Background: an optimization exercise with open tools, aiming at a short achievable clock period and few clock cycles per item. Do not read the settings as production practice.

// dual_adc_moving_average_scaler_unit
module dual_adc_moving_average_scaler_unit (
	input  wire logic                   clk,
	input  wire logic                   arst_n,
	input  wire logic                   psel,
	input  wire logic                   penable,
	input  wire logic                   pwrite,
	input  wire logic [PADDR_W-1:0]     paddr,
	input  wire logic [PDATA_W-1:0]     pwdata,
	output logic      [PDATA_W-1:0]     prdata,
	output logic                        pready,
	input  wire logic                   in_valid,
	output logic                        in_ready,
	input  wire logic [SAMPLE_BITS-1:0] battery_sample,
	input  wire logic [SAMPLE_BITS-1:0] thermistor_sample,
	output logic                        out_valid,
	input  wire logic                   out_ready,
	output logic      [OUT_W-1:0]       battery_mv,
	output logic signed [OUT_W-1:0]     temperature_centi_c,
	output logic                        window_full
);
==> module dual_adc_moving_average_scaler_unit, before the edit <==
module dual_adc_moving_average_scaler_unit (
	input  wire logic                   clk,
	input  wire logic                   arst_n,
	input  wire logic                   psel,
	input  wire logic                   penable,
	input  wire logic                   pwrite,
	input  wire logic [PADDR_W-1:0]     paddr,
	input  wire logic [PDATA_W-1:0]     pwdata,
	output logic      [PDATA_W-1:0]     prdata,
	output logic                        pready,
	input  wire logic                   in_valid,
	output logic                        in_ready,
	input  wire logic [SAMPLE_BITS-1:0] battery_sample,
	input  wire logic [SAMPLE_BITS-1:0] thermistor_sample,
	output logic                        out_valid,
	input  wire logic                   out_ready,
	output logic      [OUT_W-1:0]       battery_mv,
	output logic signed [OUT_W-1:0]     temperature_centi_c,
	output logic                        window_full
);
	logic [VREF_W-1:0]  vref;
	logic [RATIO_W-1:0] ratio;
	logic [DROP_W-1:0]  drop;
	logic [OFFS_W-1:0]  offs;
	logic               wr_gain;
	logic               cfg_ready_nxt;
	logic [G_W-1:0]     g1;
	logic [G_W+1:0]     g3;
	logic [V_W-1:0]     v1;
	logic [V_W+1:0]     v3;
	logic [17:0]        noffs;
	logic               in_ready_q;
	logic               accept;
	logic               en;
	logic               pop;
	logic               avail;
	logic [2:0]         inflight;
	logic [SUM_W-1:0]   bsum;
	logic [SUM_W-1:0]   tsum;
	logic               full;
	logic               out_v;
	logic [OUT_W-1:0]   out_batt;
	logic [OUT_W-1:0]   out_temp;
	logic               out_full;
	logic               room_nxt;
	damsu_regs u_regs (
		.clk     (clk),
		.arst_n  (arst_n),
		.psel    (psel),
		.penable (penable),
		.pwrite  (pwrite),
		.paddr   (paddr),
		.pwdata  (pwdata),
		.prdata  (prdata),
		.pready  (pready),
		.vref    (vref),
		.ratio   (ratio),
		.drop    (drop),
		.offs    (offs),
		.wr_gain (wr_gain)
	);
	damsu_cdiv u_cdiv (
		.clk       (clk),
		.arst_n    (arst_n),
		.vref      (vref),
		.ratio     (ratio),
		.offs      (offs),
		.restart   (wr_gain),
		.ready_nxt (cfg_ready_nxt),
		.g1        (g1),
		.g3        (g3),
		.v1        (v1),
		.v3        (v3),
		.noffs     (noffs)
	);
	assign en     = ~out_v | out_ready;
	assign accept = in_valid & in_ready_q;
	assign pop    = avail & en;
	damsu_window u_window (
		.clk               (clk),
		.arst_n            (arst_n),
		.accept            (accept),
		.battery_sample    (battery_sample),
		.thermistor_sample (thermistor_sample),
		.pop               (pop),
		.avail             (avail),
		.inflight          (inflight),
		.bsum              (bsum),
		.tsum              (tsum),
		.full              (full)
	);
	damsu_scale u_scale (
		.clk      (clk),
		.arst_n   (arst_n),
		.en       (en),
		.in_v     (avail),
		.bsum     (bsum),
		.tsum     (tsum),
		.full     (full),
		.g1       (g1),
		.g3       (g3),
		.v1       (v1),
		.v3       (v3),
		.drop     (drop),
		.noffs    (noffs),
		.out_v    (out_v),
		.out_batt (out_batt),
		.out_temp (out_temp),
		.out_full (out_full)
	);
	assign room_nxt = (inflight <= 3'd3)
	                | ((inflight == 3'd4) & ~(accept & ~pop))
	                | ((inflight == 3'd5) & pop & ~accept);
	always_ff @(posedge clk or negedge arst_n) begin
		if (!arst_n) begin
			in_ready_q <= 1'b0;
		end else begin
			in_ready_q <= cfg_ready_nxt & room_nxt;
		end
	end
	assign in_ready            = in_ready_q;
	assign out_valid           = out_v;
	assign battery_mv          = out_batt;
	assign temperature_centi_c = $signed(out_temp);
	assign window_full         = out_full;
endmodule
Settings: LEC_CHECK=0, ABC_CLOCK_PERIOD_IN_PS=2000, CAP_MARGIN=20, CORE_MARGIN=2, CORE_UTILIZATION=50, SETUP_SLACK_MARGIN=5, SLEW_MARGIN=20; clock period 8.0 ns.
run.sh (not shown) runs the stock make flow with config.mk's settings and CLKGATE_MAP_FILE= SYNTH_SCRIPT=/design/flow/synth_recipe.tcl, a recipe that flattens the netlist after the stock synthesis.
Then changed:
--- a/flow/design.v
+++ b/flow/design.v
@@ -672,18 +672,14 @@
 		.out_temp (out_temp),
 		.out_full (out_full)
 	);
 	assign room_nxt = (inflight <= 3'd3)
 	                | ((inflight == 3'd4) & ~(accept & ~pop))
 	                | ((inflight == 3'd5) & pop & ~accept);
-	always_ff @(posedge clk or negedge arst_n) begin
-		if (!arst_n) begin
-			in_ready_q <= 1'b0;
-		end else begin
-			in_ready_q <= cfg_ready_nxt & room_nxt;
-		end
+	always_ff @(posedge clk) begin
+		in_ready_q <= cfg_ready_nxt & room_nxt;
 	end
 	assign in_ready            = in_ready_q;
 	assign out_valid           = out_v;
 	assign battery_mv          = out_batt;
 	assign temperature_centi_c = $signed(out_temp);
 	assign window_full         = out_full;
Effect:
- die area is about the same
- final cell count is about the same
- wire length goes up by 0.76%
- sequential share of layout area barely changes
- utilization stays flat
- non-clock buffer count goes down by 1
- worst hold slack gains 0.011 ns
- cell area is about the same
- synthesized area barely changes
- fmax goes up by 0.43%
- via count goes down by 0.34%
Function was not checked in any run of this note: the RTL went through the layout flow alone.

-- port drivers added, routing unchanged --
The flow's constraints put no driver on any port. The routed layouts listed below were extracted and timed again, unchanged, in two steps.
Step 1: set_driving_cell puts a clkbuf_16 on clk and a buf_2 on each other input, an assumption about the parent block.
Step 2 also shifts input and output timing later by t, the mid clock arrival at the registers, as if the neighbouring blocks saw the same clock.
Three values: no drivers, after step 1, after step 2; two values: the first two.
run	t (ns)	setup slack, ns	worst register clock-pin slew, ns
the first run	0.922	4.864 / 4.778 / 4.148	0.07 / 0.07
the second run	0.908	4.878 / 4.878 / 4.094	0.07 / 0.07
After both steps every run listed still meets setup and hold. The setup slack of the second run, which loses most, moves by 0.000 ns with the drivers and by -0.784 ns with both steps.
